This design comes from an exercise in tuning for small area on the open sky130 flow, not from production work.
In this exercise RTL edits were held to simulation tests only and were not proved equivalent to the original.
Power figures rest on the tool's default switching activity, not on a simulated workload. The clock port is modelled as an ideal driver; clocking choices that lean on that would not hold on a real chip.

===== flow/config.mk =====
export PLATFORM = sky130hd
export DESIGN_NAME = pcSequencer
export DESIGN_NICKNAME = pcSequencer
export VERILOG_FILES = /design/flow/design.v
export SDC_FILE = /design/flow/constraint.sdc
export NUM_CORES = 4
export LEC_CHECK = 0
export CAP_MARGIN = 20
export CORE_MARGIN = 2
export CORE_UTILIZATION = 40
export SLEW_MARGIN = 20
export SYNTH_HIERARCHICAL = 1

===== flow/constraint.sdc =====
create_clock -name core_clock -period 8.0 [get_ports {clk}]
set_input_delay 1.6000 -clock core_clock [delete_from_list [all_inputs] [get_ports {clk}]]
set_output_delay 1.6000 -clock core_clock [all_outputs]
set_load 0.01 [all_outputs]

===== flow/design.v =====
`timescale 1ns/100ps
module pcSequencer (
	input  logic        clk,
	input  logic        rst,
	input  logic        instrValid,
	input  logic [31:0] instr,
	input  logic        aluValid,
	input  logic [4:0]  aluDest,
	input  logic [31:0] aluData,
	input  logic        aluCarry,
	output logic        nextPcValid,
	output logic [31:0] nextPc,
	output logic        branchTaken
);
	logic [1:0] cSrc;
	logic       cPol, cReg, cLink;
	always_comb begin
		cSrc  = 2'd0;
		cPol  = 1'b0;
		cReg  = 1'b0;
		cLink = 1'b0;
		case (instr[31:29])
			3'b001: begin
				cPol = 1'b1;
				cReg = 1'b1;
			end
			3'b010: begin
				case (instr[28:26])
					3'd0: cPol = 1'b1;
					3'd1: begin
						cPol  = 1'b1;
						cLink = 1'b1;
					end
					3'd2: cSrc = 2'd1;
					3'd3: begin
						cSrc = 2'd1;
						cPol = 1'b1;
					end
					default: ;
				endcase
			end
			3'b100: begin
				case (instr[28:26])
					3'd0: cSrc = 2'd2;
					3'd1: cSrc = 2'd3;
					3'd2: begin
						cSrc = 2'd3;
						cPol = 1'b1;
					end
					default: ;
				endcase
			end
			default: ;
		endcase
	end
	logic        dValid;
	logic [1:0]  dSrc;
	logic        dPol, dReg, dLink;
	logic [23:0] dBits;
	always_ff @(posedge clk) begin
		dValid <= instrValid & ~rst;
		dSrc   <= cSrc;
		dPol   <= cPol;
		dReg   <= cReg;
		dLink  <= cLink;
		dBits  <= instr[23:0];
	end
	logic [31:0] regFile [0:31];
	logic        carryFlag;
	logic        linkValid;
	logic [31:0] linkData;
	logic [31:0] wrData;
	logic [31:0] wrData31;
	logic [31:0] wrEn;
	assign wrData   = aluData & {32{~rst}};
	assign wrData31 = (linkValid ? linkData : aluData) & {32{~rst}};
	always_comb begin
		for (int i = 0; i < 31; i++) begin
			wrEn[i] = rst | (aluValid & (aluDest == 5'(i)));
		end
		wrEn[31] = rst | linkValid | (aluValid & (aluDest == 5'd31));
	end
	always_ff @(posedge clk) begin
		for (int i = 0; i < 31; i++) begin
			if (wrEn[i]) regFile[i] <= wrData;
		end
		if (wrEn[31]) regFile[31] <= wrData31;
	end
	always_ff @(posedge clk) begin
		if (rst | aluValid) carryFlag <= aluCarry & ~rst;
	end
	logic [31:0] rdSel;
	always_comb begin
		for (int i = 0; i < 32; i++) begin
			rdSel[i] = (dBits[23:19] == 5'(i));
		end
	end
	logic [31:0] rdGrpN [0:10];
	for (genvar g = 0; g < 10; g++) begin : gRdGrp
		for (genvar j = 0; j < 32; j++) begin : gBit
			aoi222 u_aoi (
				.a0 (rdSel[3*g]),   .b0 (regFile[3*g][j]),
				.a1 (rdSel[3*g+1]), .b1 (regFile[3*g+1][j]),
				.a2 (rdSel[3*g+2]), .b2 (regFile[3*g+2][j]),
				.y  (rdGrpN[g][j])
			);
		end
	end
	for (genvar j = 0; j < 32; j++) begin : gRdLast
		aoi22 u_aoi (
			.a0 (rdSel[30]), .b0 (regFile[30][j]),
			.a1 (rdSel[31]), .b1 (regFile[31][j]),
			.y  (rdGrpN[10][j])
		);
	end
	logic [31:0] rdData;
	always_comb begin
		rdData = '0;
		for (int g = 0; g < 11; g++) begin
			rdData = rdData | ~rdGrpN[g];
		end
	end
	logic srcVal;
	always_comb begin
		case (dSrc)
			2'd0: srcVal = 1'b0;
			2'd1: srcVal = carryFlag;
			2'd2: srcVal = rdData[31];
			default: srcVal = (rdData == '0);
		endcase
	end
	logic        fValid, fTaken, fLink;
	logic [31:0] fTarget;
	always_ff @(posedge clk) begin
		fValid  <= dValid & ~rst;
		fTaken  <= dPol ^ srcVal;
		fLink   <= dLink;
		fTarget <= dReg ? rdData : {8'd0, dBits[23:19] & {5{~dSrc[1]}}, dBits[18:0]};
	end
	logic [31:0] pcReg;
	logic [31:0] pcPlusOne;
	assign pcPlusOne = pcReg + 32'd1;
	always_ff @(posedge clk) begin
		if (rst) begin
			pcReg <= '0;
		end else if (fValid) begin
			pcReg <= fTaken ? fTarget : pcPlusOne;
		end
		nextPcValid <= fValid & ~rst;
		branchTaken <= fValid & fTaken & ~rst;
		linkValid   <= fValid & fLink & ~rst;
		linkData    <= pcPlusOne;
	end
	assign nextPc = pcReg;
endmodule
module aoi222 (
	input  logic a0, b0, a1, b1, a2, b2,
	output logic y
);
	assign y = ~((a0 & b0) | (a1 & b1) | (a2 & b2));
endmodule
module aoi22 (
	input  logic a0, b0, a1, b1,
	output logic y
);
	assign y = ~((a0 & b0) | (a1 & b1));
endmodule

===== flow/flow/run.sh =====
#!/bin/bash
# Standard ORFS layout with three changes: port buffers use the smallest
# buffer, clock tree sinks are clustered in larger groups without dummy
# loads, and non-critical cells are downsized after global routing.
set -euo pipefail
cd "$(dirname "$0")/.."
bash standard.sh \
	"BUFFER_PORTS_ARGS=-buffer_cell sky130_fd_sc_hd__buf_1" \
	"CTS_ARGS=-sink_clustering_enable -repair_clock_nets -dont_use_dummy_load -sink_clustering_size 25 -sink_clustering_max_diameter 60" \
	"RECOVER_POWER=100" \
	finish > flow_make.log 2>&1

===== flow/standard.sh =====
#!/bin/bash
# synth_recipe.tcl (not shown) runs the flow's synth.tcl, then flattens the netlist and writes it again
# the make line also repeats each setting of config.mk as NAME=value (left out here)
make -C /OpenROAD-flow-scripts/flow DESIGN_CONFIG=/design/flow/config.mk WORK_HOME=/design/flow/orfs CLKGATE_MAP_FILE= SYNTH_SCRIPT=/design/flow/synth_recipe.tcl "${@:-finish}"

==> impl_metrics.yaml, run 1 <==
outcome:
  status: "finished with violations"
  so_faults: "max-capacitance violations, max-slew violations"
yosys:
  netlist-cell-type-count: 61
  async_flop_share_pct: 0
  syn_inst: 2258
  ys_seq_elements: 1157
  ys.flop_type: "edfxtp_1"
  synth.avg_cell_area_um2: 18.3
  netlist_area_um2: 41300
  ys_warn_count: 10
  syn_nets: 2333
  yosysSeqAreaShare_pct: 81.0
  synth-edff-count: 1025
worst_hold_path:
  hp-class: "reg -> reg"
  hold_depth: 0
  min-delay-start: "dLink"
  worstHoldEndpoint: "fLink"
setup_path:
  crit_path_end_kind: "register"
  r2r_slack_ns: 2.72
  worstPathRequired_ns: 8.23
  cp_max_fo: 40
  r2r_cells: 10
  r2r-start: "dBits[19]"
  cp_data_arrival_time_ns: 6.41
  critical_path_class: "in -> reg"
  critPathLaunchType: "primary input"
  crit-reg2reg-capture: "fTaken"
clock_tree:
  cts_resized: 0
  cts_tree: "done"
  path_clk_slew_ns: 0.09
  clock-sinks: 1157
  cts.hold.buffers_added: 0
  cts_buffers: 81
  clockRootBuffer: "clkbuf_16"
  post_cts_buffers: 0
  clk_latency_ns: 0.66
  htreeDepth: 3
  clock_path_buffers: 3
final_layout:
  drive_above_1_share_pct: 8.27
  area_growth_pct: 10.6
  final_nets: 2532
  layout.cells.non_filler: 3825
  n_fill_cell: 8754
floorplanning:
  io_pins: 108
  fp.dieW_um: 325
  initial_core_util_pct: 40.4
  core_um2: 102000
  die_area_um2: 106000
  die_height_um: 325
  num_rows: 117
timing:
  post-route-period-util_pct: 77.2
  finalSetupTns_ns: 0
  rsz0062_at_grt: "no"
  hold_violations: 0
  clock_skew_ns: 0.0898
  fmax_mhz: 162
  slew_headroom_pct: -104
  finalSetupViolCount: 0
  setup_ws_ns: 1.82
  final.min_clock_period_ns: 6.18
  worst_slew_pin_slew_ns: 3.03
  maxSlewViolCount: 1969
routing:
  top_layer: "met4"
  dr.pass1.iters: 9
  via_count: 23909
  ant_nets: 0
  routedWlPerCell_um: 30.0
  met3_length_um: 9370
  wl_met2_um: 56000
  drc: 0
  viasPerCell: 6.25
  wl_met1_um: 44600
  wl_um: 115000
  dr.first_iter.drc_count: 4124
global_route:
  grt_max_degree: 87
  grt_pass1_vias: 23185
  grt_antenna_before_repair: 2
  overflow: 0
  grt_pass1_wl_um: 162000
  gr-usage-all-layers_pct: 21.0
run:
  drv_cap: 65
place:
  gp_congestion: 0.859
  dp_hpwl_um: 67900
  port_buffers: 105
  dpl_worst_slack_ns: 3.66
  dpl.cell_count: 3741
pwr:
  ir_drop_mv: 0.148
  p_per_area_nw_per_um2: 252
  leakagePower_nw: 14.4
==> how the worst max path moves through the flow <==
stage | from | endpoint | slack [ns] | cells past startpoint
2_1_floorplan | aluDest[0] | regFile[12][0] | 3.13 | 3
3_3_place_gp | dBits[19] | fTaken | 3.69 | 10
6_report | rst | regFile[16][2] | 1.82 | 6
4_1_cts | dBits[19] | fTaken | 3.64 | 10
3_5_place_dp | dBits[19] | fTaken | 3.66 | 10
5_1_grt | rst | regFile[16][2] | 1.68 | 6
==> state kept, by name, summed over array words and instances (netlist names), 2 cells and up <==
name,cells
fTarget,32
dBits,24
regFile,1024
pcReg,32
linkData,32
dSrc,2
==> modules after synthesis, one instance, submodules excluded <==
module       cells inside  area, um^2  copies in the design
aoi22                   1        12.5                    32
aoi222                  1        10.0                   320
pcSequencer          1906       37700                     1
==> layout make-up <==
type                            count  area, um^2  share of cell area (%)
Antenna cell                        2        5.00                  0.0110
Inverter                           10        37.5                  0.0823
Clock buffer                       81        2030                    4.44
Sequential cell                  1157       33400                    73.3
Timing Repair Buffer              172         792                    1.74
Tap cell                         1368        1710                    3.75
Multi-Input combinational cell   1035        7630                    16.7
==> logic make-up after synthesis <==
kind of cell | after synthesis | share of synthesized area (%)
flops | 1157 | 81.0
compound gates | 495 | 11.0
simple gates | 476 | 5.85
buf+inv | 66 | 0.707
mux | 33 | 0.801
xor+xnor | 30 | 0.637
fa+ha+maj | 1 | 0.0303
==> where the power goes <==
group / leakage, nW / total (mW) / switching (mW) / internal (mW)
Sequential: 11.0 / 7.25 / 0.138 / 7.11
Clock: 0.998 / 3.62 / 1.83 / 1.79
Combinational: 2.43 / 0.611 / 0.496 / 0.115
Total: 14.4 / 11.5 / 2.47 / 9.01
==> critical path, cell delays in order <==
cell      delay (ns)
clkbuf_1        1.51
inv_1           0.60
buf_4           0.42
nand2_1         0.40
clkbuf_1        0.99
clkbuf_1        0.86
==> cells in the final DEF (no fill, tap or decap), types with 29 or more instances in the layout <==
cell / count
nand4_1: 77
buf_1: 104
edfxtp_1: 1025
clkbuf_16: 81
a21oi_1: 32
mux2i_1: 33
buf_4: 39
a222oi_1: 320
nor2_1: 113
clkbuf_1: 29
o21ai_0: 47
nor2b_1: 35
nor2_2: 30
nand3_1: 45
nor3_1: 41
nand2_1: 70
dfxtp_1: 130
a22oi_2: 32
==> layer usage <==
| metal | vias to the layer above | track usage (%) |
|---|---|---|
| li1 | 10091 | - |
| met1 | 12331 | 27.6 |
| met2 | 1267 | 35.2 |
| met3 | 220 | 2.90 |
| met4 | 0 | 8.49 |
| met5 | - | 0 |
==> Yosys cell counts, drive strengths merged (5+ instances only) <==
| cell | count | area, um^2 |
|---|---|---|
| a32o | 5 | 50.1 |
| and4 | 6 | 55.1 |
| and3 | 15 | 96.3 |
| a22o | 15 | 131 |
| o31ai | 6 | 50.1 |
| a222oi | 320 | 3200 |
| buf | 8 | 63.8 |
| inv | 9 | 33.8 |
| a21oi | 32 | 160 |
| mux2i | 33 | 330 |
| nand2 | 70 | 263 |
| nor3 | 41 | 205 |
| nor2 | 145 | 552 |
| clkbuf | 47 | 178 |
| xnor2 | 16 | 140 |
| nand2b | 11 | 68.8 |
| nand3 | 46 | 243 |
| xor2 | 14 | 123 |
| dfxtp | 132 | 2640 |
| o21ai | 48 | 240 |
| edfxtp | 1025 | 30800 |
| a22oi | 48 | 521 |
| nand4 | 77 | 488 |
| nor2b | 38 | 238 |
==> stage by stage <==
stage	power, mW	area, um^2	utilization (%)	hold WS (ns)
6_report	11.5	45600	44.7	0.365
5_1_grt	11.8	45600	44.7	0.374
4_1_cts	11.5	46100	45.1	0.365
3_5_place_dp	8.00	44000	43.2	0.318
3_3_place_gp	7.95	44000	43.1	0.324
2_1_floorplan	7.62	41300	-	0.310
==> inputs of run 2 (changes only) <==
--- a/flow/design.v
+++ b/flow/design.v
@@ -73,7 +73,7 @@
 	logic [31:0] wrData31;
 	logic [31:0] wrEn;
 	assign wrData   = aluData & {32{~rst}};
-	assign wrData31 = (linkValid ? linkData : aluData) & {32{~rst}};
+	assign wrData31 = (linkValid & ~rst) ? linkData : wrData;
 	always_comb begin
 		for (int i = 0; i < 31; i++) begin
 			wrEn[i] = rst | (aluValid & (aluDest == 5'(i)));
@@ -137,15 +137,31 @@
 		fLink   <= dLink;
 		fTarget <= dReg ? rdData : {8'd0, dBits[23:19] & {5{~dSrc[1]}}, dBits[18:0]};
 	end
+	logic [31:0] pcRegN;
 	logic [31:0] pcReg;
+	assign pcReg = ~pcRegN;
+	logic [32:0] pcCarry;
 	logic [31:0] pcPlusOne;
-	assign pcPlusOne = pcReg + 32'd1;
+	assign pcCarry[0] = 1'b1;
+	for (genvar j = 0; j < 32; j++) begin : gInc
+		assign pcCarry[j+1] = pcCarry[j] & pcReg[j];
+		assign pcPlusOne[j] = pcCarry[j] ^ pcReg[j];
+	end
+	logic selTarget, selStep, selHold;
+	assign selTarget = ~rst & fValid & fTaken;
+	assign selStep   = ~rst & fValid & ~fTaken;
+	assign selHold   = ~rst & ~fValid;
+	logic [31:0] pcNext;
+	for (genvar j = 0; j < 32; j++) begin : gPcNext
+		aoi222 u_aoi (
+			.a0 (selTarget), .b0 (fTarget[j]),
+			.a1 (selStep),   .b1 (pcPlusOne[j]),
+			.a2 (selHold),   .b2 (pcReg[j]),
+			.y  (pcNext[j])
+		);
+	end
 	always_ff @(posedge clk) begin
-		if (rst) begin
-			pcReg <= '0;
-		end else if (fValid) begin
-			pcReg <= fTaken ? fTarget : pcPlusOne;
-		end
+		pcRegN      <= pcNext;
 		nextPcValid <= fValid & ~rst;
 		branchTaken <= fValid & fTaken & ~rst;
 		linkValid   <= fValid & fLink & ~rst;
==> flow/flow/run.sh (replaced) <==
#!/bin/bash
# Standard ORFS layout with two changes: port buffers use the smallest
# buffer, and clock tree sinks are clustered in larger groups without
# dummy loads.
set -euo pipefail
cd "$(dirname "$0")/.."
bash standard.sh \
	"BUFFER_PORTS_ARGS=-buffer_cell sky130_fd_sc_hd__buf_1" \
	"CTS_ARGS=-sink_clustering_enable -repair_clock_nets -dont_use_dummy_load -sink_clustering_size 28 -sink_clustering_max_diameter 80" \
	finish > flow_make.log 2>&1
--- a/flow/config.mk
+++ b/flow/config.mk
@@ -7,6 +7,7 @@
 export LEC_CHECK = 0
 export CAP_MARGIN = 20
 export CORE_MARGIN = 2
-export CORE_UTILIZATION = 40
+export CORE_UTILIZATION = 60
+export PLACE_DENSITY = 0.75
 export SLEW_MARGIN = 20
 export SYNTH_HIERARCHICAL = 1
==> run 2 against run 1 <==
Now clean on timing, DRC and antenna. Worst setup slack got worse by 0.40 ns. Synthesized cell count fell by 9.0%. Design area fell by 3.3%. Clock skew rose by 0.0025 ns. Critical endpoint is now pcRegN[31]. Register-to-register slack got worse by 1.3 ns. Hold slack got worse by 0.027 ns.
==> impl_metrics.yaml, run 2 <==
routing:
  dr.pass1.iters: 10
  wl_um: 108000
  ant_nets: 0
  drc: 0
  routedWlPerCell_um: 34.2
  via_count: 23146
  dr.first_iter.drc_count: 5533
  viasPerCell: 7.36
yosys:
  synth_top_area_share_pct: 76.1
  synth.avg_cell_area_um2: 19.7
  syn_nets: 2158
  yosysSeqAreaShare_pct: 82.6
  ys_seq_elements: 1157
  syn_inst: 2054
  synth.most_common_cell: "edfxtp_1"
  yosysTopAreaCell: "edfxtp_1"
  synth-edff-count: 1025
  ys_warn_count: 10
  ys.flop_type: "edfxtp_1"
  synth_area_leaders: "edfxtp_1, a222oi_1, dfxtp_1"
  async_flop_share_pct: 0
  netlist_area_um2: 40400
  synth_common_cells: "edfxtp_1, a222oi_1, dfxtp_1"
  netlist-cell-type-count: 39
timing:
  finalSetupTns_ns: 0
  finalSetupViolCount: 0
  fmax_mhz: 152
  rsz0062_at_grt: "no"
  hold_violations: 0
  worst_slew_pin_slew_ns: 1.12
  final.min_clock_period_ns: 6.58
  post-route-period-util_pct: 82.2
  clock_skew_ns: 0.0923
  maxSlewViolCount: 0
  slew_headroom_pct: 25.2
final_layout:
  mostFrequentLayoutCell: "edfxtp_1"
  n_fill_cell: 4264
  final_nets: 2375
  multi_input_area_um2: 7190
  largest_reg_flops: 1024
  area_growth_pct: 9.15
  drive_above_1_share_pct: 11.8
  register_area_um2: 33400
  final_cell_mix: "edfxtp_1, a222oi_1, dfxtp_1"
  top_register: "regFile"
  layout.cells.non_filler: 3143
  utilization_pct: 66.0
setup_path:
  crit-reg2reg-capture: "pcRegN[31]"
  critPathLaunchType: "register"
  cp_data_arrival_time_ns: 7.10
  critical_path_class: "reg -> reg"
  worstPathRequired_ns: 8.53
  r2r_slack_ns: 1.42
  crit_path_end_kind: "register"
  cp_max_fo: 3
  cp_num_buf_inv: 1
  cp_slowest_cell: "dfxtp_1"
  r2r_cells: 33
  critical-path-max-stage-delay_ns: 0.36
  cp_top_family: "adder cells"
  r2r-start: "pcRegN[0]"
  crit_top_cell: "ha_1"
pwr:
  intPower_mw: 8.31
  ir_drop_mv: 0.143
  switchingPower_mw: 2.29
  p_clk_share_pct: 25.7
  p_sw_share_pct: 21.6
  pwr-share-comb_pct: 6.1
  leakagePower_nw: 14.6
  p_per_area_nw_per_um2: 240
  power_frac_seq_pct: 68.2
  finalPower_mw: 10.6
global_route:
  grt_pass1_wl_um: 152000
  overflow: 0
  grt_antenna_before_repair: 2
  grt_max_degree: 67
  gr-usage-all-layers_pct: 30.6
  grt_pass1_vias: 21744
worst_hold_path:
  worstHoldEndpoint: "fLink"
  min-delay-start: "dLink"
  hp-class: "reg -> reg"
  hold_depth: 0
floorplanning:
  core_um2: 66900
  num_rows: 95
  die_height_um: 264
  io_pins: 108
  die_area_um2: 69500
  initial_core_util_pct: 60.4
  fp.dieW_um: 264
place:
  port_buffers: 105
  gp_congestion: 0.878
  dp_hpwl_um: 63700
  dpl.cell_count: 3093
clock_tree:
  cts_tree: "done"
  cts_resized: 0
  clock_path_buffers: 3
  cts_buffers: 48
  clock-sinks: 1157
  post_cts_buffers: 0
  cts.hold.buffers_added: 0
  htreeDepth: 2
  path_clk_slew_ns: 0.10
  clockRootBuffer: "clkbuf_16"
  clk_latency_ns: 0.64
run:
  drv_cap: 0
outcome:
  status: "timing/DRC/antenna clean"
[run 2: cell count changes after synthesis, sizes merged, moves of 13 or more]
cell	previous run	this run
o21bai	0	15
xnor2	16	1
clkbuf	47	26
a21oi	32	18
nor2	145	97
inv	9	33
nand2	70	14
and3	15	0
o21ai	48	7
xor2	14	1
a222oi	320	352
a22o	15	2
a22oi	48	32
ha	1	30
[run 2: how the worst max path moves through the flow]
stage	depth (start not counted)	slack, ns	end	start
after floorplan	33	2.01	pcRegN[31]	pcRegN[0]
after global placement	33	1.65	pcRegN[31]	pcRegN[0]
after detailed placement	33	1.44	pcRegN[31]	pcRegN[0]
after CTS	33	1.43	pcRegN[31]	pcRegN[0]
after global routing	33	1.15	pcRegN[31]	pcRegN[0]
final	33	1.42	pcRegN[31]	pcRegN[0]
[run 2: worst register-to-register path: cells and delay by family, from the launching register on]
| family | cells | cell delay (ns) |
|---|---|---|
| DFF | 1 | 0.36 |
| buffers and inverters | 1 | 0.08 |
| adders and majority gates | 30 | 5.64 |
| AOI/OAI and AO/OA | 1 | 0.27 |
| xor gates and xnor gates | 1 | 0.14 |
[run 2: final cells by class]
cell class,count,share of cell area [%]
repair buffers,196,2.49
flip-flops and latches,1157,75.7
clock buffers,48,2.72
diodes,1,0.00567
multi-input cells,835,16.3
inverters,33,0.281
well taps,873,2.47
[run 2: logic make-up after synthesis]
group | count (synthesis) | synth area share, %
buffers and inverters | 62 | 0.585
AO/OA/AOI/OAI | 447 | 10.7
multiplexers | 32 | 0.792
AND/OR/NAND/NOR | 324 | 4.26
XOR/XNOR | 2 | 0.0433
adder cells (fa/ha/maj) | 30 | 0.928
flip-flops | 1157 | 82.6
[run 2: metrics by stage]
step / area (um^2) / setup WS (ns) / hold slack, ns
after floorplan: 40400 / 2.01 / 0.310
after global placement: 42800 / 1.65 / 0.317
after detailed placement: 42900 / 1.44 / 0.316
after CTS: 44100 / 1.43 / 0.339
after global routing: 44100 / 1.15 / 0.354
final: 44100 / 1.42 / 0.337
[run 2: per-layer routing]
layer	wire [um]	track usage, %	share of wire (%)	vias to the layer above
met3	15900	6.62	15	194
li1	-	-	-	9443
met4	3430	8.79	3.2	2
met1	38200	44.0	35	11621
met2	50100	47.9	47	1886
met5	12	0	0.011	-
[run 2: power groups by stage]
| stage | Clock [mW] | Combinational (mW) | Sequential [mW] |
|---|---|---|---|
| floorplan | 0 | 0.296 | 7.31 |
| global placement | 0 | 0.602 | 7.33 |
| detailed placement | 0 | 0.621 | 7.36 |
| CTS | 2.73 | 0.623 | 7.23 |
| global route | 2.92 | 0.664 | 7.27 |
| finish | 2.72 | 0.645 | 7.23 |
[run 2: modules after synthesis (local to each module, per instance)]
| module | cell area [um^2] | cells | copies in the design | flip-flops and latches |
|---|---|---|---|---|
| aoi22 | 12.5 | 1 | 32 | 0 |
| aoi222 | 10.0 | 1 | 352 | 0 |
| pcSequencer | 36500 | 1670 | 1 | 1157 |
==> inputs of run 3 (changes only) <==
==> flow/flow/run.sh (replaced) <==
#!/bin/bash
# Standard ORFS layout with two changes: port buffers use the smallest
# buffer, and clock tree sinks are clustered in larger groups without
# dummy loads.
set -euo pipefail
cd "$(dirname "$0")/.."
bash standard.sh \
	"BUFFER_PORTS_ARGS=-buffer_cell sky130_fd_sc_hd__buf_1" \
	"CTS_ARGS=-sink_clustering_enable -repair_clock_nets -dont_use_dummy_load -sink_clustering_size 30 -sink_clustering_max_diameter 80" \
	finish > flow_make.log 2>&1
==> run 3 against run 2 <==
Still clean. First-iteration DRC count is 3.8% lower. Global-route usage shrank 0.12 points. Combinational power about the same. Clock power shrank 3%. Synthesized cell count unchanged. Final cell count about the same. Hold slack improved by 0.00072 ns. Die area is the same. Worst setup slack got worse by 0.014 ns. Core utilization is 0.11 points lower. Fmax down 0.21%. Count of clock-buffer cells in the layout decreased by 3. Largest power group unchanged.
==> impl_metrics.yaml, run 3 <==
yosys:
  synth_top_area_share_pct: 76.1
  yosysTopAreaCell: "edfxtp_1"
  syn_nets: 2158
  ys_warn_count: 10
  syn_inst: 2054
  ys.flop_type: "edfxtp_1"
  synth.avg_cell_area_um2: 19.7
  yosysSeqAreaShare_pct: 82.6
  netlist_area_um2: 40400
  synth_common_cells: "edfxtp_1, a222oi_1, dfxtp_1"
  synth_area_leaders: "edfxtp_1, a222oi_1, dfxtp_1"
  ys_seq_elements: 1157
  async_flop_share_pct: 0
  synth.most_common_cell: "edfxtp_1"
  netlist-cell-type-count: 39
  synth-edff-count: 1025
routing:
  routedWlPerCell_um: 34.3
  drc: 0
  ant_nets: 0
  dr.first_iter.drc_count: 5325
  viasPerCell: 7.39
  wl_um: 108000
  via_count: 23198
  dr.pass1.iters: 10
pwr:
  ir_drop_mv: 0.139
  p_per_area_nw_per_um2: 239
  leakagePower_nw: 14.6
  finalPower_mw: 10.5
floorplanning:
  die_area_um2: 69500
  fp.dieW_um: 264
  num_rows: 95
  die_height_um: 264
  io_pins: 108
  core_um2: 66900
  initial_core_util_pct: 60.4
setup_path:
  critPathLaunchType: "register"
  crit_top_cell: "ha_1"
  critical-path-max-stage-delay_ns: 0.37
  worstPathRequired_ns: 8.52
  cp_data_arrival_time_ns: 7.11
  cp_num_buf_inv: 1
  critical_path_class: "reg -> reg"
  cp_max_fo: 3
  cp_top_family: "adder cells"
  crit_path_end_kind: "register"
  cp_slowest_cell: "dfxtp_1"
timing:
  clock_skew_ns: 0.0623
  holdWs_ns: 0.338
  finalSetupTns_ns: 0
  worst_slew_pin_slew_ns: 1.16
  slew_headroom_pct: 22.4
  maxSlewViolCount: 0
  fmax_mhz: 152
  post-route-period-util_pct: 82.4
  hold_violations: 0
  rsz0062_at_grt: "no"
  finalSetupViolCount: 0
  final.min_clock_period_ns: 6.59
final_layout:
  drive_above_1_share_pct: 11.7
  top_register: "regFile"
  mostFrequentLayoutCell: "edfxtp_1"
  final_nets: 2372
  final_cell_mix: "edfxtp_1, a222oi_1, dfxtp_1"
  utilization_pct: 65.8
  largest_reg_flops: 1024
  area_growth_pct: 8.96
clock_tree:
  path_clk_slew_ns: 0.11
  post_cts_buffers: 0
  cts.hold.buffers_added: 0
  htreeDepth: 2
  clk_latency_ns: 0.63
  cts_buffers: 45
  cts_tree: "done"
  clock_path_buffers: 3
  clock-sinks: 1157
  clockRootBuffer: "clkbuf_16"
  cts_resized: 0
place:
  gp_congestion: 0.878
  port_buffers: 105
  dp_hpwl_um: 63700
global_route:
  gr-usage-all-layers_pct: 30.5
  grt_pass1_vias: 21774
  grt_antenna_before_repair: 3
  grt_max_degree: 67
  grt_pass1_wl_um: 152000
  overflow: 0
run:
  drv_cap: 0
worst_hold_path:
  hp-class: "reg -> reg"
outcome:
  status: "timing/DRC/antenna clean"
[run 3: cell types whose count changed in the layout (fill, tap and decap cells not counted)]
cell	before	now
clkbuf_16	48	45
[run 3: area by class of cell]
class / instances / area (um^2)
timing repair buffer: 196 / 1100
tap: 873 / 1090
fill: 4266 / 22900
multi-input combinational: 835 / 7190
sequential: 1157 / 33400
inverter: 33 / 124
clock buffer: 45 / 1130
antenna: 1 / 2.50
[run 3: where the power goes]
group / internal (mW) / switching, mW / leakage [nW] / total (mW)
clock: 1.02 / 1.63 / 0.555 / 2.65
combinational: 0.142 / 0.502 / 3.06 / 0.644
sequential: 7.09 / 0.143 / 11.0 / 7.23
[run 3: final timing paths]
path | to | from | slack (ns) | cells after the start
worst max register to register | pcRegN[31] | pcRegN[0] | 1.41 | 33
worst min register to register | fLink | dLink | 0.34 | 0
worst max-delay path | pcRegN[31] | pcRegN[0] | 1.41 | 33
worst min-delay path | fLink | dLink | 0.34 | 0
[run 3: stage by stage]
| step | cells | worst slack [ns] | cell area, um^2 |
|---|---|---|---|
| 3_3_place_gp | 3092 | 1.65 | 42800 |
| 6_report | 3140 | 1.41 | 44100 |
| 4_1_cts | 3138 | 1.42 | 44000 |
| 3_5_place_dp | 3093 | 1.44 | 42900 |
| 2_1_floorplan | 2054 | 2.01 | 40400 |
| 5_1_grt | 3139 | 1.13 | 44100 |
[run 3: cells by family (layout without fill, tap and decap cells)]
| family | after synthesis | count (layout) | share of synthesized area [%] |
|---|---|---|---|
| flip-flops | 1157 | 1157 | 82.6 |
| adder cells (fa/ha/maj) | 30 | 30 | 0.928 |
| AND/OR/NAND/NOR | 324 | 324 | 4.26 |
| multiplexers | 32 | 32 | 0.792 |
| buffers and inverters | 62 | 274 | 0.585 |
| other | 0 | 1 | 0 |
| AO/OA/AOI/OAI | 447 | 447 | 10.7 |
| XOR/XNOR | 2 | 2 | 0.0433 |
[run 3: worst reg2reg max path, delay by kind of cell (launching register included)]
kind | cells | cell delay [ns]
compound gates | 1 | 0.27
xor+xnor | 1 | 0.15
flops | 1 | 0.37
fa+ha+maj | 30 | 5.65
buf+inv | 1 | 0.08
[run 3: modules after synthesis (local to each module, per instance)]
module | cell area [um^2] | cells | copies in the design | flops+latches
aoi22 | 12.5 | 1 | 32 | 0
aoi222 | 10.0 | 1 | 352 | 0
pcSequencer | 36500 | 1670 | 1 | 1157
[run 3: layer usage]
metal	routed length (um)	up-vias	part of all wire [%]	track usage (%)
li1	-	9444	-	-
met1	38100	11753	35	43.4
met2	50200	1802	47	48.0
met3	15400	197	14	6.74
met4	3780	2	3.5	8.86
met5	12	-	0.011	0
==> inputs of run 4 (changes only) <==
--- a/flow/design.v
+++ b/flow/design.v
@@ -72,14 +72,22 @@
 	logic [31:0] wrData;
 	logic [31:0] wrData31;
 	logic [31:0] wrEn;
-	assign wrData   = aluData & {32{~rst}};
-	assign wrData31 = (linkValid & ~rst) ? linkData : wrData;
-	always_comb begin
-		for (int i = 0; i < 31; i++) begin
-			wrEn[i] = rst | (aluValid & (aluDest == 5'(i)));
-		end
-		wrEn[31] = rst | linkValid | (aluValid & (aluDest == 5'd31));
-	end
+	logic rstN;
+	assign rstN = ~rst;
+	for (genvar j = 0; j < 32; j++) begin : gWrData
+		and2m u_and (.a (aluData[j]), .b (rstN), .y (wrData[j]));
+	end
+	assign wrData31 = (linkValid & rstN) ? linkData : wrData;
+	logic [3:0] wrHi;
+	logic [7:0] wrLo;
+	always_comb begin
+		for (int i = 0; i < 4; i++) wrHi[i] = aluValid & (aluDest[4:3] == 2'(i));
+		for (int i = 0; i < 8; i++) wrLo[i] = (aluDest[2:0] == 3'(i));
+	end
+	for (genvar i = 0; i < 31; i++) begin : gWrEn
+		ao21m u_ao (.a (wrHi[i/8]), .b (wrLo[i%8]), .c (rst), .y (wrEn[i]));
+	end
+	ao21m u_wrEn31 (.a (wrHi[3]), .b (wrLo[7]), .c (rst | linkValid), .y (wrEn[31]));
 	always_ff @(posedge clk) begin
 		for (int i = 0; i < 31; i++) begin
 			if (wrEn[i]) regFile[i] <= wrData;
@@ -89,11 +97,15 @@
 	always_ff @(posedge clk) begin
 		if (rst | aluValid) carryFlag <= aluCarry & ~rst;
 	end
+	logic [3:0] rdHi;
+	logic [7:0] rdLo;
+	always_comb begin
+		for (int i = 0; i < 4; i++) rdHi[i] = (dBits[23:22] == 2'(i));
+		for (int i = 0; i < 8; i++) rdLo[i] = (dBits[21:19] == 3'(i));
+	end
 	logic [31:0] rdSel;
-	always_comb begin
-		for (int i = 0; i < 32; i++) begin
-			rdSel[i] = (dBits[23:19] == 5'(i));
-		end
+	for (genvar i = 0; i < 32; i++) begin : gRdSel
+		and2m u_and (.a (rdHi[i/8]), .b (rdLo[i%8]), .y (rdSel[i]));
 	end
 	logic [31:0] rdGrpN [0:10];
 	for (genvar g = 0; g < 10; g++) begin : gRdGrp
@@ -148,9 +160,9 @@
 		assign pcPlusOne[j] = pcCarry[j] ^ pcReg[j];
 	end
 	logic selTarget, selStep, selHold;
-	assign selTarget = ~rst & fValid & fTaken;
-	assign selStep   = ~rst & fValid & ~fTaken;
-	assign selHold   = ~rst & ~fValid;
+	and3m u_selTarget (.a (rstN), .b (fValid), .c (fTaken),  .y (selTarget));
+	and3m u_selStep   (.a (rstN), .b (fValid), .c (~fTaken), .y (selStep));
+	and2m u_selHold   (.a (rstN), .b (~fValid),              .y (selHold));
 	logic [31:0] pcNext;
 	for (genvar j = 0; j < 32; j++) begin : gPcNext
 		aoi222 u_aoi (
@@ -181,3 +193,21 @@
 );
 	assign y = ~((a0 & b0) | (a1 & b1));
 endmodule
+module and2m (
+	input  logic a, b,
+	output logic y
+);
+	assign y = a & b;
+endmodule
+module and3m (
+	input  logic a, b, c,
+	output logic y
+);
+	assign y = a & b & c;
+endmodule
+module ao21m (
+	input  logic a, b, c,
+	output logic y
+);
+	assign y = (a & b) | c;
+endmodule
==> run 4 against run 3 <==
Still clean. Count of clock-buffer cells in the layout is the same. Clock power is essentially flat. Die area decreased by 0.17%. Design area down 1.0%. Combinational power decreased by 3%. Sequential power is essentially flat. Largest power group unchanged. Highest routed layer unchanged.
==> impl_metrics.yaml, run 4 <==
outcome:
  status: "timing/DRC/antenna clean"
timing:
  finalSetupViolCount: 0
  worst_slew_pin_slew_ns: 1.15
  clock_skew_ns: 0.0408
  post-route-period-util_pct: 81.5
  maxSlewViolCount: 0
  slew_headroom_pct: 23.0
  fmax_mhz: 153
  hold_violations: 0
  holdWs_ns: 0.341
  final.min_clock_period_ns: 6.52
  finalSetupTns_ns: 0
  rsz0062_at_grt: "no"
  setup_ws_ns: 1.48
global_route:
  overflow: 0
  grt_antenna_before_repair: 7
  grt_pass1_vias: 21883
  gr-usage-all-layers_pct: 31.6
  grt_pass1_wl_um: 155000
  grt_max_degree: 40
final_layout:
  area_growth_pct: 8.04
  final_nets: 2333
  final_cell_mix: "edfxtp_1, a222oi_1, dfxtp_1"
  n_fill_cell: 4333
  drive_above_1_share_pct: 10.2
  top_register: "regFile"
  multi_input_area_um2: 6800
  register_area_um2: 33400
  largest_reg_flops: 1024
  mostFrequentLayoutCell: "edfxtp_1"
  final_area_um2: 43600
setup_path:
  r2r_slack_ns: 1.48
  r2r-start: "pcRegN[0]"
  cp_slowest_cell: "dfxtp_1"
  worstPathRequired_ns: 8.54
  critPathLaunchType: "register"
  crit_path_end_kind: "register"
  crit-reg2reg-capture: "pcRegN[31]"
  critical_path_class: "reg -> reg"
  r2r_cells: 33
  crit_top_cell: "ha_1"
  cp_max_fo: 3
  critical-path-max-stage-delay_ns: 0.37
  cp_data_arrival_time_ns: 7.06
clock_tree:
  cts_tree: "done"
  path_clk_slew_ns: 0.11
  cts_buffers: 45
  htreeDepth: 2
  cts_resized: 0
  clock-sinks: 1157
  post_cts_buffers: 0
  clock_path_buffers: 3
  clockRootBuffer: "clkbuf_16"
  clk_latency_ns: 0.64
  cts.hold.buffers_added: 0
yosys:
  synth.most_common_cell: "edfxtp_1"
  synth-xor-area-share_pct: 0.0434
  synth-edff-count: 1025
  syn_nets: 2107
  synth.avg_cell_area_um2: 20.2
  synth_top_family_by_area: "compound AO/OA/AOI/OAI gates"
  yosysSeqAreaShare_pct: 82.8
  synth_fa_ha_area_share_pct: 0.930
  synth_top_area_share_pct: 76.2
  synth-simple-area-share_pct: 4.14
  yosysTopAreaCell: "edfxtp_1"
  netlist-cell-type-count: 38
  ys_seq_elements: 1157
  ys.flop_type: "edfxtp_1"
  ys_warn_count: 10
  netlist_area_um2: 40400
  synth_common_cells: "edfxtp_1, a222oi_1, dfxtp_1"
  syn_inst: 2003
  synth_compound_area_share_pct: 10.7
  synth_area_leaders: "edfxtp_1, a222oi_1, dfxtp_1"
  async_flop_share_pct: 0
  synthMuxAreaShare_pct: 0.921
routing:
  drc: 0
  via_count: 23037
  ant_nets: 0
  viasPerCell: 7.42
  dr.pass1.iters: 14
  routedWlPerCell_um: 35.7
  dr.first_iter.drc_count: 5146
  wl_um: 111000
run:
  drv_cap: 0
floorplanning:
  num_rows: 95
  fp.dieW_um: 263
  die_area_um2: 69400
  initial_core_util_pct: 60.3
  core_um2: 66900
  io_pins: 108
  die_height_um: 263
place:
  dp_hpwl_um: 64300
  dpl_worst_slack_ns: 1.56
  port_buffers: 105
  gp_congestion: 0.888
  placed_area_um2: 42500
pwr:
  ir_drop_mv: 0.176
  p_per_area_nw_per_um2: 241
  finalPower_mw: 10.5
  leakagePower_nw: 14.7
worst_hold_path:
  min-delay-start: "dLink"
  hp-class: "reg -> reg"
  worstHoldEndpoint: "fLink"
  hold_depth: 0
## run 4: cell count changes in the layout (fill, tap and decap cells not counted), moves of 6 or more
cell      change
a21o_1       +21
and2_1       +41
and2_2       +22
and3_1        +7
mux2_2       +33
mux2i_1      -32
nor2_1       -31
nor2_2       -31
nor2b_2      -23
nor2b_4      -10
nor3b_1       +6
o21bai_4     -15
## run 4: cell type report
| type | count | share of cell area [%] |
|---|---|---|
| inverters | 36 | 0.310 |
| repair buffers | 190 | 2.37 |
| well taps | 873 | 2.50 |
| flip-flops and latches | 1157 | 76.6 |
| clock buffers | 45 | 2.58 |
| multi-input cells | 799 | 15.6 |
| diodes | 5 | 0.0287 |
## run 4: logic make-up after synthesis
group	after synthesis
fa+ha+maj	30
xor+xnor	2
flops	1157
compound gates	445
mux	33
buf+inv	47
simple gates	289
## run 4: where the power goes
part,leakage [nW],internal [mW],switching [mW]
registers,11.0,7.09,0.144
logic,3.19,0.132,0.494
clock network,0.555,1.02,1.64
total,14.7,8.23,2.28
## run 4: worst max-delay path by stage
stage / start / end / slack [ns] / cells after the start
floorplan: pcRegN[0] / pcRegN[31] / 2.02 / 33
global placement: pcRegN[0] / pcRegN[31] / 1.72 / 33
detailed placement: pcRegN[0] / pcRegN[31] / 1.56 / 33
CTS: pcRegN[0] / pcRegN[31] / 1.51 / 33
global route: pcRegN[0] / pcRegN[31] / 1.16 / 33
finish: pcRegN[0] / pcRegN[31] / 1.48 / 33
## run 4: per-module statistics from Yosys, one instance, submodules excluded
module | flops+latches | cells inside | copies in the design
pcSequencer | 1157 | 1520 | 1
aoi22 | 0 | 1 | 32
aoi222 | 0 | 1 | 352
ao21m | 0 | 1 | 32
and2m | 0 | 1 | 65
and3m | 0 | 1 | 2
## run 4: through the flow
stage	std cells	util, %
final	3105	65.2
after floorplan	2003	-
after detailed placement	3055	63.4
after CTS	3100	65.1
after global routing	3101	65.2
after global placement	3055	63.4
## run 4: per-layer routing
| metal | track usage, % | share of wire (%) | vias to the layer above |
|---|---|---|---|
| met5 | 0 | 0.038 | - |
| met2 | 49.0 | 46 | 1994 |
| met4 | 14.2 | 5.3 | 6 |
| li1 | - | - | 9322 |
| met3 | 7.33 | 15 | 277 |
| met1 | 43.3 | 34 | 11438 |
## run 4: critical path, delay by kind of cell (launching register included)
kind            cells  cell delay, ns
flops               1            0.37
xor+xnor            1            0.14
fa+ha+maj          30            5.60
compound gates      1            0.22
buf+inv             1            0.08
==> inputs of run 5 (changes only) <==
--- a/flow/config.mk
+++ b/flow/config.mk
@@ -5,9 +5,9 @@
 export SDC_FILE = /design/flow/constraint.sdc
 export NUM_CORES = 4
 export LEC_CHECK = 0
-export CAP_MARGIN = 20
+export CAP_MARGIN = 0
 export CORE_MARGIN = 2
 export CORE_UTILIZATION = 60
 export PLACE_DENSITY = 0.75
-export SLEW_MARGIN = 20
+export SLEW_MARGIN = 0
 export SYNTH_HIERARCHICAL = 1
==> run 5 against run 4 <==
Critical path depth is 1 lower. Routed wire length is 0.17% higher. Via count is 0.93% higher. Count of clock-buffer cells in the layout is 1 higher. Still clean. Hold slack better by 0.011 ns. Core utilization hardly changed. Critical path type unchanged. Clock power hardly changed. First-iteration DRC count is 0.54% higher. Die area stayed put. Sequential cell count stayed put. Sequential share of layout area hardly changed.
==> impl_metrics.yaml, run 5 <==
outcome:
  status: "timing/DRC/antenna clean"
floorplanning:
  die_area_um2: 69400
  die_height_um: 263
  initial_core_util_pct: 60.3
  fp.dieW_um: 263
  num_rows: 95
  core_um2: 66900
  io_pins: 108
pwr:
  intPower_mw: 8.26
  p_sw_share_pct: 21.7
  pwr-share-comb_pct: 5.9
  switchingPower_mw: 2.29
  p_per_area_nw_per_um2: 242
  leakagePower_nw: 14.7
  ir_drop_mv: 0.167
  power_frac_seq_pct: 68.6
  p_clk_share_pct: 25.5
clock_tree:
  path_clk_slew_ns: 0.11
  cts_buffers: 46
  clock_path_buffers: 3
  cts_resized: 0
  clockRootBuffer: "clkbuf_16"
  clock-sinks: 1157
  post_cts_buffers: 0
  cts.hold.buffers_added: 0
  htreeDepth: 2
  cts_tree: "done"
  clk_latency_ns: 0.65
final_layout:
  n_fill_cell: 4311
  top_register: "regFile"
  final_nets: 2334
  drive_above_1_share_pct: 9.52
  area_growth_pct: 8.04
  final_cell_mix: "edfxtp_1, a222oi_1, dfxtp_1"
  largest_reg_flops: 1024
  mostFrequentLayoutCell: "edfxtp_1"
place:
  port_buffers: 105
  gp_congestion: 0.888
  dp_hpwl_um: 64300
routing:
  drc: 0
  wl_um: 111000
  viasPerCell: 7.49
  dr.pass1.iters: 10
  routedWlPerCell_um: 35.8
  via_count: 23251
  ant_nets: 0
  dr.first_iter.drc_count: 5174
worst_hold_path:
  hold_depth: 0
  min-delay-start: "dLink"
  worstHoldEndpoint: "fLink"
  hp-class: "reg -> reg"
yosys:
  netlist_area_um2: 40400
  syn_inst: 2003
  synth.avg_cell_area_um2: 20.2
  synth_area_leaders: "edfxtp_1, a222oi_1, dfxtp_1"
  synth-xor-area-share_pct: 0.0434
  synth_fa_ha_area_share_pct: 0.930
  synth-edff-count: 1025
  synth-simple-area-share_pct: 4.14
  synth_common_cells: "edfxtp_1, a222oi_1, dfxtp_1"
  synth_compound_area_share_pct: 10.7
  yosysSeqAreaShare_pct: 82.8
  netlist-cell-type-count: 38
  ys_seq_elements: 1157
  ys_warn_count: 10
  syn_nets: 2107
  synth_top_family_by_area: "compound AO/OA/AOI/OAI gates"
  synthMuxAreaShare_pct: 0.921
  async_flop_share_pct: 0
  ys.flop_type: "edfxtp_1"
  synth_top_area_share_pct: 76.2
  synth.most_common_cell: "edfxtp_1"
  yosysTopAreaCell: "edfxtp_1"
global_route:
  grt_pass1_vias: 21943
  grt_antenna_before_repair: 5
  overflow: 0
  grt_max_degree: 40
  grt_pass1_wl_um: 155000
  gr-usage-all-layers_pct: 31.6
setup_path:
  cp_data_arrival_time_ns: 6.99
  r2r-start: "pcRegN[0]"
  r2r_cells: 32
  r2r_slack_ns: 1.53
  critical-path-max-stage-delay_ns: 0.37
  cp_slowest_cell: "dfxtp_1"
  crit_path_end_kind: "register"
  crit_top_cell: "ha_1"
  crit-reg2reg-capture: "pcRegN[30]"
  cp_max_fo: 3
  critical_path_class: "reg -> reg"
  critPathLaunchType: "register"
  worstPathRequired_ns: 8.53
timing:
  post-route-period-util_pct: 80.8
  worst_slew_pin_slew_ns: 1.39
  fmax_mhz: 155
  finalSetupTns_ns: 0
  rsz0062_at_grt: "no"
  final.min_clock_period_ns: 6.47
  holdWs_ns: 0.352
  hold_violations: 0
  clock_skew_ns: 0.0400
  slew_headroom_pct: 7.30
  finalSetupViolCount: 0
  maxSlewViolCount: 0
run:
  drv_cap: 0
[run 5: cell counts after synthesis]
No cell type changed its count.
[run 5: power by group through the flow]
stage | logic [mW] | registers [mW] | clock network [mW]
after floorplan | 0.289 | 7.31 | 0
after global placement | 0.588 | 7.33 | 0
after detailed placement | 0.604 | 7.37 | 0
after CTS | 0.605 | 7.23 | 2.69
after global routing | 0.636 | 7.27 | 2.88
final | 0.625 | 7.23 | 2.68
[run 5: per-stage QoR]
step | setup WS, ns | std cells | total power, mW | instance area (um^2) | util, %
6_report | 1.53 | 3104 | 10.5 | 43600 | 65.2
5_1_grt | 1.14 | 3101 | 10.8 | 43600 | 65.2
4_1_cts | 1.53 | 3101 | 10.5 | 43600 | 65.2
3_5_place_dp | 1.56 | 3055 | 7.97 | 42500 | 63.4
3_3_place_gp | 1.72 | 3055 | 7.92 | 42500 | 63.4
2_1_floorplan | 2.02 | 2003 | 7.60 | 40400 | -
[run 5: critical path: cells and delay by family, from the launching register on]
family / cells / cell delay (ns)
buffers and inverters: 1 / 0.07
AO/OA/AOI/OAI: 1 / 0.25
adder cells (fa/ha/maj): 30 / 5.65
flip-flops: 1 / 0.37
[run 5: logic make-up (layout without fill, tap and decap cells)]
family,count (synthesis),count (layout)
and+or+nand+nor,289,289
DFF,1157,1157
AOI/OAI and AO/OA,445,445
muxes,33,33
xor gates and xnor gates,2,2
buffers and inverters,47,272
adders and majority gates,30,30
other,0,3
[run 5: cell type report]
type	instances	area, um^2	share of cell area [%]
antenna	3	7.51	0.0172
clock buffer	46	1150	2.64
inverter	36	135	0.310
multi-input combinational	799	6770	15.5
sequential	1157	33400	76.6
tap	873	1090	2.50
timing repair buffer	190	1030	2.37
[run 5: routing by layer]
layer / share of wire, % / global-route usage [%] / wire, um
met1: 34 / 42.9 / 37400
met2: 46 / 49.7 / 51400
met3: 15 / 7.33 / 16900
met4: 4.8 / 13.5 / 5350
met5: 0.028 / 0 / 31
[run 5: worst max-delay path by stage]
| stage | from | end | slack [ns] | cells past startpoint |
|---|---|---|---|---|
| 2_1_floorplan | pcRegN[0] | pcRegN[31] | 2.02 | 33 |
| 3_3_place_gp | pcRegN[0] | pcRegN[31] | 1.72 | 33 |
| 3_5_place_dp | pcRegN[0] | pcRegN[31] | 1.56 | 33 |
| 4_1_cts | pcRegN[0] | pcRegN[31] | 1.53 | 33 |
| 5_1_grt | pcRegN[0] | pcRegN[31] | 1.14 | 33 |
| 6_report | pcRegN[0] | pcRegN[30] | 1.53 | 32 |
[run 5: modules after synthesis, one instance, submodules excluded]
module       cell area (um^2)  cells  flops+latches  copies in the design
ao21m                    7.51      1              0                    32
aoi22                    12.5      1              0                    32
and2m                    6.26      1              0                    65
pcSequencer             35800   1520           1157                     1
aoi222                   10.0      1              0                   352
and3m                    6.26      1              0                     2
==> inputs of run 6 (changes only) <==
--- a/flow/design.v
+++ b/flow/design.v
@@ -84,15 +84,20 @@
 		for (int i = 0; i < 4; i++) wrHi[i] = aluValid & (aluDest[4:3] == 2'(i));
 		for (int i = 0; i < 8; i++) wrLo[i] = (aluDest[2:0] == 3'(i));
 	end
+	logic [31:0] wrEnHi;
 	for (genvar i = 0; i < 31; i++) begin : gWrEn
-		ao21m u_ao (.a (wrHi[i/8]), .b (wrLo[i%8]), .c (rst), .y (wrEn[i]));
-	end
-	ao21m u_wrEn31 (.a (wrHi[3]), .b (wrLo[7]), .c (rst | linkValid), .y (wrEn[31]));
+		ao21m u_ao   (.a (wrHi[i/8]), .b (wrLo[i%8]), .c (rst), .y (wrEn[i]));
+		ao21m u_aoHi (.a (wrHi[i/8]), .b (wrLo[i%8]), .c (rst), .y (wrEnHi[i]));
+	end
+	ao21m u_wrEn31   (.a (wrHi[3]), .b (wrLo[7]), .c (rst | linkValid), .y (wrEn[31]));
+	ao21m u_wrEn31Hi (.a (wrHi[3]), .b (wrLo[7]), .c (rst | linkValid), .y (wrEnHi[31]));
 	always_ff @(posedge clk) begin
 		for (int i = 0; i < 31; i++) begin
-			if (wrEn[i]) regFile[i] <= wrData;
+			if (wrEn[i])   regFile[i][15:0]  <= wrData[15:0];
+			if (wrEnHi[i]) regFile[i][31:16] <= wrData[31:16];
 		end
-		if (wrEn[31]) regFile[31] <= wrData31;
+		if (wrEn[31])   regFile[31][15:0]  <= wrData31[15:0];
+		if (wrEnHi[31]) regFile[31][31:16] <= wrData31[31:16];
 	end
 	always_ff @(posedge clk) begin
 		if (rst | aluValid) carryFlag <= aluCarry & ~rst;
@@ -103,25 +108,26 @@
 		for (int i = 0; i < 4; i++) rdHi[i] = (dBits[23:22] == 2'(i));
 		for (int i = 0; i < 8; i++) rdLo[i] = (dBits[21:19] == 3'(i));
 	end
-	logic [31:0] rdSel;
+	logic [31:0] rdSelLo, rdSelHi;
 	for (genvar i = 0; i < 32; i++) begin : gRdSel
-		and2m u_and (.a (rdHi[i/8]), .b (rdLo[i%8]), .y (rdSel[i]));
+		and2m u_and   (.a (rdHi[i/8]), .b (rdLo[i%8]), .y (rdSelLo[i]));
+		and2m u_andHi (.a (rdHi[i/8]), .b (rdLo[i%8]), .y (rdSelHi[i]));
 	end
 	logic [31:0] rdGrpN [0:10];
 	for (genvar g = 0; g < 10; g++) begin : gRdGrp
 		for (genvar j = 0; j < 32; j++) begin : gBit
 			aoi222 u_aoi (
-				.a0 (rdSel[3*g]),   .b0 (regFile[3*g][j]),
-				.a1 (rdSel[3*g+1]), .b1 (regFile[3*g+1][j]),
-				.a2 (rdSel[3*g+2]), .b2 (regFile[3*g+2][j]),
+				.a0 (j < 16 ? rdSelLo[3*g]   : rdSelHi[3*g]),   .b0 (regFile[3*g][j]),
+				.a1 (j < 16 ? rdSelLo[3*g+1] : rdSelHi[3*g+1]), .b1 (regFile[3*g+1][j]),
+				.a2 (j < 16 ? rdSelLo[3*g+2] : rdSelHi[3*g+2]), .b2 (regFile[3*g+2][j]),
 				.y  (rdGrpN[g][j])
 			);
 		end
 	end
 	for (genvar j = 0; j < 32; j++) begin : gRdLast
 		aoi22 u_aoi (
-			.a0 (rdSel[30]), .b0 (regFile[30][j]),
-			.a1 (rdSel[31]), .b1 (regFile[31][j]),
+			.a0 (j < 16 ? rdSelLo[30] : rdSelHi[30]), .b0 (regFile[30][j]),
+			.a1 (j < 16 ? rdSelLo[31] : rdSelHi[31]), .b1 (regFile[31][j]),
 			.y  (rdGrpN[10][j])
 		);
 	end
--- a/flow/config.mk
+++ b/flow/config.mk
@@ -5,9 +5,9 @@
 export SDC_FILE = /design/flow/constraint.sdc
 export NUM_CORES = 4
 export LEC_CHECK = 0
-export CAP_MARGIN = 0
+export CAP_MARGIN = 20
 export CORE_MARGIN = 2
 export CORE_UTILIZATION = 60
 export PLACE_DENSITY = 0.75
-export SLEW_MARGIN = 0
+export SLEW_MARGIN = 20
 export SYNTH_HIERARCHICAL = 1
==> run 6 against run 5 <==
Register-to-register slack got worse by 0.15 ns. Clock skew fell by 0.0046 ns. Largest cell class unchanged. Still clean. Clock power barely moved. Critical path depth rose by 1. Sequential cell count did not move. Final cell count did not move. Fmax fell by 2.2%. Critical endpoint is now pcRegN[31]. Via count fell by 2.2%. Global-route usage fell by 3.4 points. Total power fell by 0.82%. First-iteration DRC count fell by 4.3%. Area after synthesis rose by 1.1%.
==> impl_metrics.yaml, run 6 <==
clock_tree:
  cts.hold.buffers_added: 0
  cts_tree: "done"
  clk_latency_ns: 0.63
  cts_resized: 0
  cts_buffers: 45
  clock_path_buffers: 3
  clock-sinks: 1157
  clockRootBuffer: "clkbuf_16"
  path_clk_slew_ns: 0.11
  post_cts_buffers: 0
  htreeDepth: 2
final_layout:
  utilization_pct: 64.8
  final_cell_mix: "edfxtp_1, a222oi_1, dfxtp_1"
  drive_above_1_share_pct: 7.19
  area_growth_pct: 6.77
  largest_reg_flops: 1024
  n_fill_cell: 4473
  multi_input_area_um2: 7240
  top_register: "regFile"
  final_nets: 2332
  register_area_um2: 33400
  mostFrequentLayoutCell: "edfxtp_1"
yosys:
  yosysTopAreaCell: "edfxtp_1"
  netlist_area_um2: 40800
  synth-edff-count: 1025
  synth.most_common_cell: "edfxtp_1"
  yosysSeqAreaShare_pct: 81.9
  synth.avg_cell_area_um2: 19.7
  syn_inst: 2067
  synth_top_area_share_pct: 75.4
  synth_area_leaders: "edfxtp_1, a222oi_1, dfxtp_1"
  netlist-cell-type-count: 38
  async_flop_share_pct: 0
  ys_warn_count: 10
  syn_nets: 2171
  synth_common_cells: "edfxtp_1, a222oi_1, dfxtp_1"
  ys_seq_elements: 1157
  ys.flop_type: "edfxtp_1"
floorplanning:
  initial_core_util_pct: 60.7
  die_height_um: 265
  die_area_um2: 70100
  num_rows: 95
  io_pins: 108
  fp.dieW_um: 265
  core_um2: 67300
pwr:
  p_clk_share_pct: 25.4
  p_sw_share_pct: 21.3
  switchingPower_mw: 2.23
  pwr-share-comb_pct: 5.4
  intPower_mw: 8.23
  ir_drop_mv: 0.233
  p_per_area_nw_per_um2: 240
  finalPower_mw: 10.5
  power_frac_seq_pct: 69.2
  leakagePower_nw: 14.7
setup_path:
  r2r_slack_ns: 1.39
  critPathLaunchType: "register"
  cp_max_fo: 3
  critical-path-max-stage-delay_ns: 0.37
  r2r_cells: 33
  crit-reg2reg-capture: "pcRegN[31]"
  crit_top_cell: "ha_1"
  cp_data_arrival_time_ns: 7.15
  crit_path_end_kind: "register"
  cp_slowest_cell: "dfxtp_1"
  r2r-start: "pcRegN[0]"
  critical_path_class: "reg -> reg"
  worstPathRequired_ns: 8.54
worst_hold_path:
  worstHoldEndpoint: "fLink"
  hold_depth: 0
  min-delay-start: "dLink"
  hp-class: "reg -> reg"
timing:
  finalSetupTns_ns: 0
  rsz0062_at_grt: "no"
  clock_skew_ns: 0.0353
  finalSetupViolCount: 0
  fmax_mhz: 151
  slew_headroom_pct: 21.6
  worst_slew_pin_slew_ns: 1.18
  final.min_clock_period_ns: 6.61
  hold_violations: 0
  maxSlewViolCount: 0
  setup_ws_ns: 1.39
  post-route-period-util_pct: 82.7
routing:
  dr.pass1.iters: 8
  met3_length_um: 11700
  wl_met1_um: 35500
  wl_um: 99900
  dr.first_iter.drc_count: 4952
  drc: 0
  wl_met2_um: 48200
  ant_nets: 0
  routedWlPerCell_um: 32.2
  top_layer: "met5"
  viasPerCell: 7.33
  via_count: 22745
global_route:
  grt_antenna_before_repair: 6
  gr-usage-all-layers_pct: 28.2
  overflow: 0
  grt_pass1_wl_um: 144000
  grt_max_degree: 71
  grt_pass1_vias: 21844
place:
  dp_hpwl_um: 61600
  port_buffers: 105
  dpl_worst_slack_ns: 1.44
  gp_congestion: 0.875
run:
  drv_cap: 0
outcome:
  status: "timing/DRC/antenna clean"
[run 6: cell types whose count changed in the layout (fill, tap and decap cells not counted), moves of 2 or more]
cell / delta
and2_1: +22
diode_2: +2
buf_4: -65
and2_2: +10
a21o_1: +32
[run 6: cells by family after synthesis]
family	synth area share [%]
xor gates and xnor gates	0.0429
muxes	0.911
and+or+nand+nor	4.58
AOI/OAI and AO/OA	11.2
DFF	81.9
adders and majority gates	0.920
buffers and inverters	0.441
[run 6: Yosys stat by module, one instance, submodules excluded]
module | cells | cell area [um^2]
aoi22 | 1 | 12.5
pcSequencer | 1520 | 35800
aoi222 | 1 | 10.0
ao21m | 1 | 7.51
and3m | 1 | 6.26
and2m | 1 | 6.26
[run 6: how the worst max path moves through the flow]
stage | cells past startpoint | start | endpoint | slack, ns
2_1_floorplan | 33 | pcRegN[0] | pcRegN[31] | 2.02
3_3_place_gp | 33 | pcRegN[0] | pcRegN[31] | 1.60
3_5_place_dp | 33 | pcRegN[0] | pcRegN[31] | 1.44
4_1_cts | 33 | pcRegN[0] | pcRegN[31] | 1.39
5_1_grt | 33 | pcRegN[0] | pcRegN[31] | 1.02
6_report | 33 | pcRegN[0] | pcRegN[31] | 1.39
[run 6: area by class of cell]
type                       instances  area share [%]
inverter                          36           0.310
tap                              873            2.51
antenna                            5          0.0287
multi-input combinational        863            16.6
clock buffer                      45            2.58
timing repair buffer             125            1.25
sequential                      1157            76.7
[run 6: power groups by stage]
stage                     combinational [mW]  sequential, mW  clock, mW
after floorplan                        0.300            7.31          0
after global placement                 0.534            7.33          0
after detailed placement               0.551            7.37          0
after CTS                              0.552            7.23       2.68
after global routing                   0.590            7.27       2.85
final                                  0.564            7.23       2.66
[run 6: worst max-delay path: cells and delay by family (launching register included)]
family | cells | cell delay (ns)
buffers and inverters | 1 | 0.08
flip-flops | 1 | 0.37
AO/OA/AOI/OAI | 1 | 0.21
XOR/XNOR | 1 | 0.14
adder cells (fa/ha/maj) | 30 | 5.71
[run 6: routing by layer]
metal	vias to the layer above	global-route usage, %
li1	9422	-
met1	11447	38.4
met2	1682	45.9
met3	192	4.18
met4	2	12.2
met5	-	0
[run 6: per-stage QoR]
step,cells,hold slack [ns],cell area (um^2)
finish,3104,0.343,43600
global route,3103,0.350,43600
CTS,3099,0.348,43500
detailed placement,3054,0.330,42400
global placement,3054,0.315,42400
floorplan,2067,0.310,40800

## separate check: timing with driven ports
How much do the figures lean on ideal ports? The routed layouts below were timed once more, with nothing changed but the port constraints.
Step 1 assumes that a clkbuf_16 drives the clock port and a buf_2 every other input.
Step 2 moves the port delays by t, midway between the first and last clock arrival at a register: inputs arrive t later, outputs are due t later. That takes back most of the time a late clock gives input paths.
Three values: no drivers, after step 1, after step 2; two values: the first two.
| run | t, ns | setup WS [ns] | slew at the worst register clock pin (ns) | worst slew at a driven data input, ns | pins driven straight from the clock port |
|---|---|---|---|---|---|
| run 1 | 0.695 | 1.821 / 1.836 / 1.141 | 0.10 / 0.10 | 0.10 | 1 |
| run 2 | 0.664 | 1.424 / 1.424 / 1.424 | 0.11 / 0.11 | 0.09 | 1 |
| run 3 | 0.675 | 1.410 / 1.410 / 1.410 | 0.11 / 0.11 | 0.08 | 1 |
| run 4 | 0.681 | 1.483 / 1.483 / 1.483 | 0.12 / 0.12 | 0.13 | 1 |
| run 5 | 0.679 | 1.533 / 1.533 / 1.533 | 0.12 / 0.12 | 0.14 | 1 |
| run 6 | 0.677 | 1.386 / 1.386 / 1.386 | 0.12 / 0.12 | 0.09 | 1 |
The setup slack of run 1, which loses most, moves by +0.015 ns with the drivers and by -0.680 ns with both steps.
